Context: an optimization exercise on an open-source flow, tuned for small area. The choices shown serve that exercise and are no tape-out recipe.
Only simulation tests tie the RTL to the original design; equivalence was not proved.
Power figures rest on the tool's default switching activity, not on a simulated workload.

## P
Design host_terminal_top, start of the top module:
module host_terminal_top #(
   parameter int MEM_WORDS    = 64,
   parameter int CALIB_CYCLES = 16,
   parameter int RING         = 4
) (
   input  logic                 ifclk,
   input  logic                 rst,
   input  term_pkg::term_addr_t term_addr,
   input  term_pkg::reg_addr_t  reg_addr,
   input  logic [31:0]          len,
   input  logic                 read_mode,
   input  logic                 read_req,
   input  logic                 read,
   input  logic                 write_mode,
   input  logic                 write,
   input  term_pkg::reg_data_t  reg_datai,
   output term_pkg::reg_data_t  reg_datao,
   output logic                 read_rdy,
   output logic                 write_rdy,
   output term_pkg::reg_data_t  transfer_status
);
For scale: ~3500 cells after synthesis, ~2200 flip-flops.
==> flow/config.mk <==
export PLATFORM = sky130hd
export DESIGN_NAME = host_terminal_top
export DESIGN_NICKNAME = host_terminal_top
export VERILOG_FILES = /design/flow/design.v
export SDC_FILE = /design/flow/constraint.sdc
export NUM_CORES = 4
export LEC_CHECK = 0
export ABC_AREA = 1
export CAP_MARGIN = 20
export CORE_MARGIN = 2
export CORE_UTILIZATION = 60
export SLEW_MARGIN = 20
==> flow/constraint.sdc <==
create_clock -name core_clock -period 8.0 [get_ports {ifclk}]
set_input_delay 1.6000 -clock core_clock [delete_from_list [all_inputs] [get_ports {ifclk}]]
set_output_delay 1.6000 -clock core_clock [all_outputs]
set_load 0.01 [all_outputs]
standard.sh (not shown) runs the stock make flow with config.mk's settings and CLKGATE_MAP_FILE= SYNTH_SCRIPT=/design/flow/synth_recipe.tcl, a recipe that flattens the netlist after the stock synthesis.
==> flow/flow/run.sh <==
#!/bin/bash
# The standard layout with three changes:
#  - synthesis is the standard flow's own script, but Yosys's abc maps the logic with an
#    area-oriented ABC script (flow/abc_area.script); the registers are
#    mapped before abc and are the standard synthesis's;
#  - a leaner clock tree (no dummy loads, clusters of up to 16 sinks);
#  - single-size port buffers.
set -euo pipefail
here=$(pwd)
export MY_ABC_SCRIPT="$here/flow/abc_area.script"
export BUFFER_PORTS_ARGS="-buffer_cell sky130_fd_sc_hd__buf_1"
export CTS_ARGS="-sink_clustering_enable -repair_clock_nets -dont_use_dummy_load -buf_list {sky130_fd_sc_hd__clkbuf_4} -sink_clustering_size 10 -sink_clustering_max_diameter 35"
sed "s#SYNTH_SCRIPT=[^ ]*#SYNTH_SCRIPT=$here/flow/synth.tcl#" standard.sh > own_standard.sh
bash own_standard.sh > flow_make.log 2>&1
==> flow/flow/abc_area.script <==
strash
dch
amap -F 4 -A 8
strash
dch
amap -F 4 -A 8
topo
stime -c
==> flow/flow/synth.tcl <==
proc synth {args} { yosys synth -nofsm -noshare {*}$args }
proc abc {args} {
  if { [info exists ::env(MY_ABC_SCRIPT)] } {
    set i [lsearch -exact $args -script]
    if { $i >= 0 } {
      set args [lreplace $args [expr {$i + 1}] [expr {$i + 1}] $::env(MY_ABC_SCRIPT)]
    }
  }
  yosys abc {*}$args
}
source $::env(SCRIPTS_DIR)/synth.tcl
# left out here: clear keep_hierarchy, flatten, clean up, hide names made inside functions, write 1_2_yosys.v
Setup changes, P to Q
-- flow/flow/run.sh --
<<< P, line 11
export BUFFER_PORTS_ARGS="-buffer_cell sky130_fd_sc_hd__buf_1"
export CTS_ARGS="-sink_clustering_enable -repair_clock_nets -dont_use_dummy_load -buf_list {sky130_fd_sc_hd__clkbuf_4} -sink_clustering_size 10 -sink_clustering_max_diameter 35"
sed "s#SYNTH_SCRIPT=[^ ]*#SYNTH_SCRIPT=$here/flow/synth.tcl#" standard.sh > own_standard.sh
>>> Q, line 11
export BUFFER_PORTS_ARGS="-buffer_cell sky130_fd_sc_hd__buf_1"
export CTS_ARGS="-sink_clustering_enable -repair_clock_nets -dont_use_dummy_load -buf_list {sky130_fd_sc_hd__clkbuf_4 sky130_fd_sc_hd__clkbuf_8} -sink_clustering_size 16 -sink_clustering_max_diameter 50"
sed "s#SYNTH_SCRIPT=[^ ]*#SYNTH_SCRIPT=$here/flow/synth.tcl#" standard.sh > own_standard.sh
[summary]
Per the comparison of Q with P, smallest setup slack after layout -0.32 ns, portion of the layout cell area used by clock cells +0.17 points, sequential share of cell area ~0 delta, fraction of the cycle the final worst path needs +3.9 points. Lower clock power was reported by P, not Q. Q vs P: aggregate global-route resource usage down. Q vs P: layout overhead on the synthesized area up in Q.
diff inputs: Q => R
==> flow/flow/run.sh <==
#!/bin/bash
# The standard layout with three changes:
#  - synthesis is the standard flow's own script, but Yosys's abc maps the logic with an
#    area-oriented ABC script (flow/abc_area.script); the registers are
#    mapped before abc and are the standard synthesis's;
#  - a leaner clock tree (no dummy loads, small clkbuf_4 sink clusters);
#  - single-size port buffers.
set -euo pipefail
here=$(pwd)
export MY_ABC_SCRIPT="$here/flow/abc_area.script"
export BUFFER_PORTS_ARGS="-buffer_cell sky130_fd_sc_hd__buf_1"
export CTS_ARGS="-sink_clustering_enable -repair_clock_nets -dont_use_dummy_load -buf_list {sky130_fd_sc_hd__clkbuf_4} -sink_clustering_size 10 -sink_clustering_max_diameter 35"
sed "s#SYNTH_SCRIPT=[^ ]*#SYNTH_SCRIPT=$here/flow/synth.tcl#" standard.sh > own_standard.sh
bash own_standard.sh > flow_make.log 2>&1
==> flow/flow/abc_area.script <==
strash
dch
amap -F 4 -A 8
topo
stime -c
--- outcome ---
Compare R and Q | clock buffer count from CTS lower: Q
Of R and Q, the higher first-pass detailed-route iteration total belongs to Q.
Looking at R and Q, the final antenna-violating net count is a wash.
Of the two values seen for topmost layer with routed signal wires, met5 was produced by R and met4 by Q.
R vs. Q: placer's final routability congestion estimate decreased 2.8%; clock share of power decreased 0.5 points; tightest hold margin decreased 0.041 ns; final worst setup slack increased 0.39 ns.
Instance area after placement (R vs. Q) decreases slightly
Going from Q to R, the synthesized cell count was found to have gone up by 32.
Clock power, R and Q, higher one = Q.
Changes in S relative to R:
==> flow/flow/run.sh <==
#!/bin/bash
# The standard layout with three changes:
#  - synthesis is the standard flow's own script, but Yosys's abc maps the logic with an
#    area-oriented ABC script (flow/abc_area.script); the registers are
#    mapped before abc and are the standard synthesis's;
#  - a leaner clock tree (no dummy loads, clusters of up to 16 sinks);
#  - single-size port buffers.
set -euo pipefail
here=$(pwd)
export MY_ABC_SCRIPT="$here/flow/abc_area.script"
export BUFFER_PORTS_ARGS="-buffer_cell sky130_fd_sc_hd__buf_1"
export CTS_ARGS="-sink_clustering_enable -repair_clock_nets -dont_use_dummy_load -buf_list {sky130_fd_sc_hd__clkbuf_4 sky130_fd_sc_hd__clkbuf_8} -sink_clustering_size 16 -sink_clustering_max_diameter 50"
sed "s#SYNTH_SCRIPT=[^ ]*#SYNTH_SCRIPT=$here/flow/synth.tcl#" standard.sh > own_standard.sh
bash own_standard.sh > flow_make.log 2>&1
Results
R finished every step from synthesis to the final layout, and the layout passed the timing, design-rule and antenna checks. S has completed all stages; timing, DRC and antenna checks passed. reg_datao[10] as the critical path endpoint was reported by R, and mem_port_model_i.rd_word[7] by S. S -> R: starting density of the core delta 0, exact match. When S is set beside R, its total net switching power turns out to be 1.8% smaller. Delta (S minus R): wire length dropped 1200 µm; utilization climbed 0.16 points; clock network latency to the later pin of the worst-skew pair dropped 0.29 ns. Vias: S fewer than R. Compared with R, S shows a lower final-layout fill cell count. Diff R -> S | maximum VDD drop | increase of 11%. Compared with R, S shows a post-route minimum period that is 0.30 ns higher. Compared to R, S has clock power about 3% higher. Largest clock skew in the final design (lower): S.
## Diff of input files: T against S
-- flow/flow/run.sh --
<<< S, line 11
export BUFFER_PORTS_ARGS="-buffer_cell sky130_fd_sc_hd__buf_1"
export CTS_ARGS="-sink_clustering_enable -repair_clock_nets -dont_use_dummy_load -buf_list {sky130_fd_sc_hd__clkbuf_4 sky130_fd_sc_hd__clkbuf_8} -sink_clustering_size 16 -sink_clustering_max_diameter 50"
sed "s#SYNTH_SCRIPT=[^ ]*#SYNTH_SCRIPT=$here/flow/synth.tcl#" standard.sh > own_standard.sh
>>> T, line 11
export BUFFER_PORTS_ARGS="-buffer_cell sky130_fd_sc_hd__buf_1"
export CTS_ARGS="-sink_clustering_enable -repair_clock_nets -dont_use_dummy_load -buf_list {sky130_fd_sc_hd__clkbuf_4} -sink_clustering_size 10 -sink_clustering_max_diameter 35"
sed "s#SYNTH_SCRIPT=[^ ]*#SYNTH_SCRIPT=$here/flow/synth.tcl#" standard.sh > own_standard.sh
Findings:
Per the final summary, T finished and its layout is clean on timing, DRC and antenna. The flow did not stop early for S: all stages ran, and the layout cleared the timing, design-rule and antenna checks. Compared with S, T shows power per cell area lower by 1.9 mW/mm². Largest net degree at the start of global routing came out exactly the same in T and S. Comparing S with T, the cell area came out essentially unchanged. As far as post-synthesis xor/xnor area fraction goes, T and S are indistinguishable; the numbers are identical. Going from S to T, critical path depth shrinks by 14. T vs S — share of total power in the clock network dropped 0.7 points. Compared with S, in T final standard cell utilization of the core fell 0.16 points; post-detailed-route via-to-cell ratio decreased about 0.4%; setup slack picked up an extra 0.30 ns. Re share of the clock period used by the worst path: T is 3.7 points down on S. Sort T and S by arrival time of the worst setup path asc -> top: T.

Another version of the RTL of host_terminal_top (not shown whole).
For scale: roughly 5100 cells after synthesis, ~2200 flip-flops, ~140 I/O pins.
clock: 8.0 ns
lec_check: 0
abc_area: 1
cap_margin: 20
core_margin: 2
core_utilization: 60
place_density: 0.8
slew_margin: 20
==> flow/flow/run.sh <==
#!/bin/bash
# Standard layout with a leaner clock tree (no dummy loads, larger sink
# clusters) and single-size port buffers. Synthesis is the standard flow's own.
set -euo pipefail
export BUFFER_PORTS_ARGS="-buffer_cell sky130_fd_sc_hd__buf_1"
export CTS_ARGS="-sink_clustering_enable -repair_clock_nets -dont_use_dummy_load -buf_list {sky130_fd_sc_hd__clkbuf_16} -sink_clustering_size 36 -sink_clustering_max_diameter 40"
bash standard.sh > flow_make.log 2>&1
Then changed:
==> flow/flow/run.sh (replaced) <==
#!/bin/bash
# The standard layout with three changes:
#  - synthesis is the standard flow's own script, but Yosys's abc maps the logic with an
#    area-oriented ABC script (flow/abc_area.script); the registers are
#    mapped before abc and are the standard synthesis's;
#  - a leaner clock tree (no dummy loads, clusters of up to 16 sinks);
#  - single-size port buffers.
set -euo pipefail
here=$(pwd)
export MY_ABC_SCRIPT="$here/flow/abc_area.script"
export BUFFER_PORTS_ARGS="-buffer_cell sky130_fd_sc_hd__buf_1"
export CTS_ARGS="-sink_clustering_enable -repair_clock_nets -dont_use_dummy_load -buf_list {sky130_fd_sc_hd__clkbuf_4 sky130_fd_sc_hd__clkbuf_8} -sink_clustering_size 16 -sink_clustering_max_diameter 50"
sed "s#SYNTH_SCRIPT=[^ ]*#SYNTH_SCRIPT=$here/flow/synth.tcl#" standard.sh > own_standard.sh
bash own_standard.sh > flow_make.log 2>&1
==> flow/flow/abc_area.script (new file) <==
strash
dch
map -a
topo
stime -c
==> flow/flow/synth.tcl (new file) <==
proc synth {args} { yosys synth -nofsm -noshare {*}$args }
proc abc {args} {
  if { [info exists ::env(MY_ABC_SCRIPT)] } {
    set i [lsearch -exact $args -script]
    if { $i >= 0 } {
      set args [lreplace $args [expr {$i + 1}] [expr {$i + 1}] $::env(MY_ABC_SCRIPT)]
    }
  }
  yosys abc {*}$args
}
source $::env(SCRIPTS_DIR)/synth.tcl
# left out here: clear keep_hierarchy, flatten, clean up, hide names made inside functions, write 1_2_yosys.v
PLACE_DENSITY = unset   (was 0.8)
The new run produced a clean layout.
Final cell count falls by 13%.
Setup slack gets worse by 0.0087 ns.
Fmax is about the same.
Routed wire length falls by 4.2%.
Sequential cell count does not change.
Core utilization barely changes.
Total power falls by 9.2%.
Area after synthesis falls by 5.3%.
Design area falls by 5.3%.
Then changed:
==> flow/run.sh (new file) <==
#!/bin/bash
# synth_recipe.tcl (not shown) runs the flow's synth.tcl, then flattens the netlist and writes it again
# the make line also repeats each setting of config.mk as NAME=value (left out here)
make -C /OpenROAD-flow-scripts/flow DESIGN_CONFIG=/design/flow/config.mk WORK_HOME=/design/flow/orfs CLKGATE_MAP_FILE= SYNTH_SCRIPT=/design/flow/synth_recipe.tcl finish
CORE_UTILIZATION = 40   (was 60)
CTS_BUF_LIST = sky130_fd_sc_hd__clkbuf_4   (was unset)
CTS_CLUSTER_SIZE = 20   (was unset)
removed: flow/flow/run.sh
removed: flow/flow/abc_area.script
removed: flow/flow/synth.tcl
removed: flow/standard.sh
Routed wire length rises by about 9%.
Count of clock-buffer cells in the layout rises by 596.
Total power rises by 22%.
Final area rises by 12%.
Global-route usage falls by 8.1 points.
Setup slack got worse by 0.42 ns.
Die area rises by about 60%.
Clock power rises by about 70%.
Then changed:
==> flow/flow/run.sh (new file) <==
#!/bin/bash
# Standard layout with a leaner clock tree (no dummy loads, larger sink
# clusters) and single-size port buffers. Synthesis is the standard flow's own.
set -euo pipefail
export BUFFER_PORTS_ARGS="-buffer_cell sky130_fd_sc_hd__buf_1"
export CTS_ARGS="-sink_clustering_enable -repair_clock_nets -dont_use_dummy_load -buf_list {sky130_fd_sc_hd__clkbuf_4 sky130_fd_sc_hd__clkbuf_8} -sink_clustering_size 16 -sink_clustering_max_diameter 50"
bash standard.sh > flow_make.log 2>&1
==> flow/standard.sh (new file) <==
#!/bin/bash
# synth_recipe.tcl (not shown) runs the flow's synth.tcl, then flattens the netlist and writes it again
# the make line also repeats each setting of config.mk as NAME=value (left out here)
make -C /OpenROAD-flow-scripts/flow DESIGN_CONFIG=/design/flow/config.mk WORK_HOME=/design/flow/orfs CLKGATE_MAP_FILE= SYNTH_SCRIPT=/design/flow/synth_recipe.tcl "${@:-finish}"
CORE_UTILIZATION = 60   (was 40)
CTS_BUF_LIST = unset   (was sky130_fd_sc_hd__clkbuf_4)
CTS_CLUSTER_SIZE = unset   (was 20)
removed: flow/run.sh
The changed run finished clean.
Sequential share of layout area rose by 5.9 points.
Setup slack improves by 1.1 ns.
Synthesized cell count stays the same.
Final cell count decreases by 17%.
Power shrinks by 18%.
Global-route usage increases by 8.1 points.
Cell area falls by 8.1%.
Clock skew goes down by 0.063 ns.
Critical path depth came out lower by 3.
Then changed:
--- a/flow/flow/run.sh
+++ b/flow/flow/run.sh
@@ -6 +6 @@
-export CTS_ARGS="-sink_clustering_enable -repair_clock_nets -dont_use_dummy_load -buf_list {sky130_fd_sc_hd__clkbuf_4 sky130_fd_sc_hd__clkbuf_8} -sink_clustering_size 16 -sink_clustering_max_diameter 50"
+export CTS_ARGS="-sink_clustering_enable -repair_clock_nets -dont_use_dummy_load -buf_list {sky130_fd_sc_hd__clkbuf_8 sky130_fd_sc_hd__clkbuf_16} -sink_clustering_size 25 -sink_clustering_max_diameter 60"
After rerunning: Area after synthesis stays the same; register-to-register slack got worse by 0.04 ns; clock skew barely changes; worst setup slack improved by 0.047 ns; routed wire length barely changes.

host_terminal_top, a different RTL version from the one above (not shown whole).
Size in the first run: roughly 2200 flip-flops, ~140 I/O pins, about 0.053 mm² of cells after synthesis.
==> flow/config.mk <==
export PLATFORM = sky130hd
export DESIGN_NAME = host_terminal_top
export DESIGN_NICKNAME = host_terminal_top
export VERILOG_FILES = /design/flow/design.v
export SDC_FILE = /design/flow/constraint.sdc
export NUM_CORES = 4
export LEC_CHECK = 0
export ABC_AREA = 1
export CAP_MARGIN = 20
export CORE_MARGIN = 2
export CORE_UTILIZATION = 60
export SLEW_MARGIN = 20
==> flow/constraint.sdc <==
create_clock -name core_clock -period 8.0 [get_ports {ifclk}]
set_input_delay 1.6000 -clock core_clock [delete_from_list [all_inputs] [get_ports {ifclk}]]
set_output_delay 1.6000 -clock core_clock [all_outputs]
set_load 0.01 [all_outputs]
==> flow/flow/run.sh <==
#!/bin/bash
# The standard layout with three changes:
#  - synthesis is the standard flow's own script, but Yosys's abc maps the logic with an
#    area-oriented ABC script (flow/abc_area.script); the registers are
#    mapped before abc and are the standard synthesis's;
#  - a leaner clock tree (no dummy loads, clusters of up to 16 sinks);
#  - single-size port buffers.
set -euo pipefail
here=$(pwd)
export MY_ABC_SCRIPT="$here/flow/abc_area.script"
export BUFFER_PORTS_ARGS="-buffer_cell sky130_fd_sc_hd__buf_1"
export CTS_ARGS="-sink_clustering_enable -repair_clock_nets -dont_use_dummy_load -buf_list {sky130_fd_sc_hd__clkbuf_16} -sink_clustering_size 30 -sink_clustering_max_diameter 35"
sed "s#SYNTH_SCRIPT=[^ ]*#SYNTH_SCRIPT=$here/flow/synth.tcl#" standard.sh > own_standard.sh
bash own_standard.sh > flow_make.log 2>&1
==> flow/flow/abc_area.script <==
strash
dch
amap -F 4 -A 8
strash
dch
amap -F 4 -A 8
topo
stime -c
==> flow/flow/synth.tcl <==
proc synth {args} { yosys synth -nofsm -noshare {*}$args }
proc abc {args} {
  if { [info exists ::env(MY_ABC_SCRIPT)] } {
    set i [lsearch -exact $args -script]
    if { $i >= 0 } {
      set args [lreplace $args [expr {$i + 1}] [expr {$i + 1}] $::env(MY_ABC_SCRIPT)]
    }
  }
  yosys abc {*}$args
}
source $::env(SCRIPTS_DIR)/synth.tcl
# left out here: clear keep_hierarchy, flatten, clean up, hide names made inside functions, write 1_2_yosys.v
The starting point completed without violations.
Next try:
--- a/flow/flow/run.sh
+++ b/flow/flow/run.sh
@@ -12 +12 @@
-export CTS_ARGS="-sink_clustering_enable -repair_clock_nets -dont_use_dummy_load -buf_list {sky130_fd_sc_hd__clkbuf_16} -sink_clustering_size 30 -sink_clustering_max_diameter 35"
+export CTS_ARGS="-sink_clustering_enable -repair_clock_nets -dont_use_dummy_load -buf_list {sky130_fd_sc_hd__clkbuf_8} -sink_clustering_size 20 -sink_clustering_max_diameter 45"
==> flow/flow/abc_area.script (replaced) <==
strash
dch
amap -F 4 -A 8
topo
stime -c
After rerunning:
- fmax increases by 8.0%
- design area fell by 4.5%
- synthesized area went up by 0.40%
- non-clock buffer count fell by 14
- cell count fell by 0.42%
Next try:
--- a/flow/flow/run.sh
+++ b/flow/flow/run.sh
@@ -12 +12 @@
-export CTS_ARGS="-sink_clustering_enable -repair_clock_nets -dont_use_dummy_load -buf_list {sky130_fd_sc_hd__clkbuf_8} -sink_clustering_size 20 -sink_clustering_max_diameter 45"
+export CTS_ARGS="-sink_clustering_enable -repair_clock_nets -dont_use_dummy_load -buf_list {sky130_fd_sc_hd__clkbuf_4 sky130_fd_sc_hd__clkbuf_8} -sink_clustering_size 16 -sink_clustering_max_diameter 50"
Settings changed: CORE_UTILIZATION 60 to 50.
- hold slack is worse by 0.018 ns
- total power is higher by 0.76%
- final cell count increases by 5.0%
- synthesized area is unchanged
Next try:
--- a/flow/flow/run.sh
+++ b/flow/flow/run.sh
@@ -12 +12 @@
-export CTS_ARGS="-sink_clustering_enable -repair_clock_nets -dont_use_dummy_load -buf_list {sky130_fd_sc_hd__clkbuf_4 sky130_fd_sc_hd__clkbuf_8} -sink_clustering_size 16 -sink_clustering_max_diameter 50"
+export CTS_ARGS="-sink_clustering_enable -repair_clock_nets -dont_use_dummy_load -buf_list {sky130_fd_sc_hd__clkbuf_4} -sink_clustering_size 8 -sink_clustering_max_diameter 25"
==> flow/flow/abc_area.script (replaced) <==
strash
dch
amap -F 4 -A 8
strash
dch
amap -F 4 -A 8
topo
stime -c
Settings changed: CORE_UTILIZATION 50 to 60.
=> The changed run passed the timing, design-rule and antenna checks. Synthesized area came out lower by 0.40%. Global-route usage climbs by 9.8 points. Die area fell by 17%. Setup slack got worse by 0.16 ns. First-iteration DRC count goes up by 44%. Wire length went up by 19%. Sequential share of layout area fell by 0.82 points.

## port drivers added, routing unchanged
Ports are ideal in the flow. The routed layouts listed here were re-timed in OpenROAD.
Step 1: set_driving_cell puts a clkbuf_16 on ifclk and a buf_2 on each other input, an assumption about the parent block.
Step 2 also shifts input and output timing later by t, the mid clock arrival at the registers, as if the neighbouring blocks saw the same clock.
a / b / c = ideal ports / drivers / drivers and shift; a / b = the first two.
run	t, ns	slack for setup (ns)	worst setup path at the end	slew at the worst register clock pin (ns)
P	1.194	1.777 / 1.817 / 0.622	input to register	0.11 / 0.11
Q	0.888	1.462 / 1.502 / 0.614	input to register	0.10 / 0.10
R	1.185	1.850 / 1.822 / 0.738	input to register	0.11 / 0.11
S	0.886	1.555 / 1.600 / 0.714	input to register	0.10 / 0.10
T	1.185	1.850 / 1.822 / 0.738	input to register	0.11 / 0.11
the first run of note 2	0.796	1.577 / 1.555 / 1.555	input to output	0.09 / 0.09
the second run of note 2	0.892	1.568 / 1.544 / 0.961	input to register	0.10 / 0.10
the third run of note 2	1.304	1.145 / 1.121 / 1.121	input to output	0.08 / 0.08
the fourth run of note 2	0.907	2.271 / 2.247 / 1.906	input to register	0.10 / 0.10
the fifth run of note 2	0.787	2.318 / 2.294 / 1.913	input to register	0.10 / 0.10
the first run of note 3	0.836	1.690 / 1.643 / 0.808	input to register	0.09 / 0.09
the second run of note 3	0.875	2.155 / 2.133 / 1.545	input to register	0.12 / 0.12
the third run of note 3	0.879	2.077 / 2.057 / 1.656	input to register	0.10 / 0.10
the fourth run of note 3	1.243	1.915 / 1.894 / 0.793	input to register	0.09 / 0.09
After both steps setup and hold are still met in every run listed. For P, which loses most, drivers alone change the setup slack by +0.040 ns; drivers and shift together by -1.155 ns.
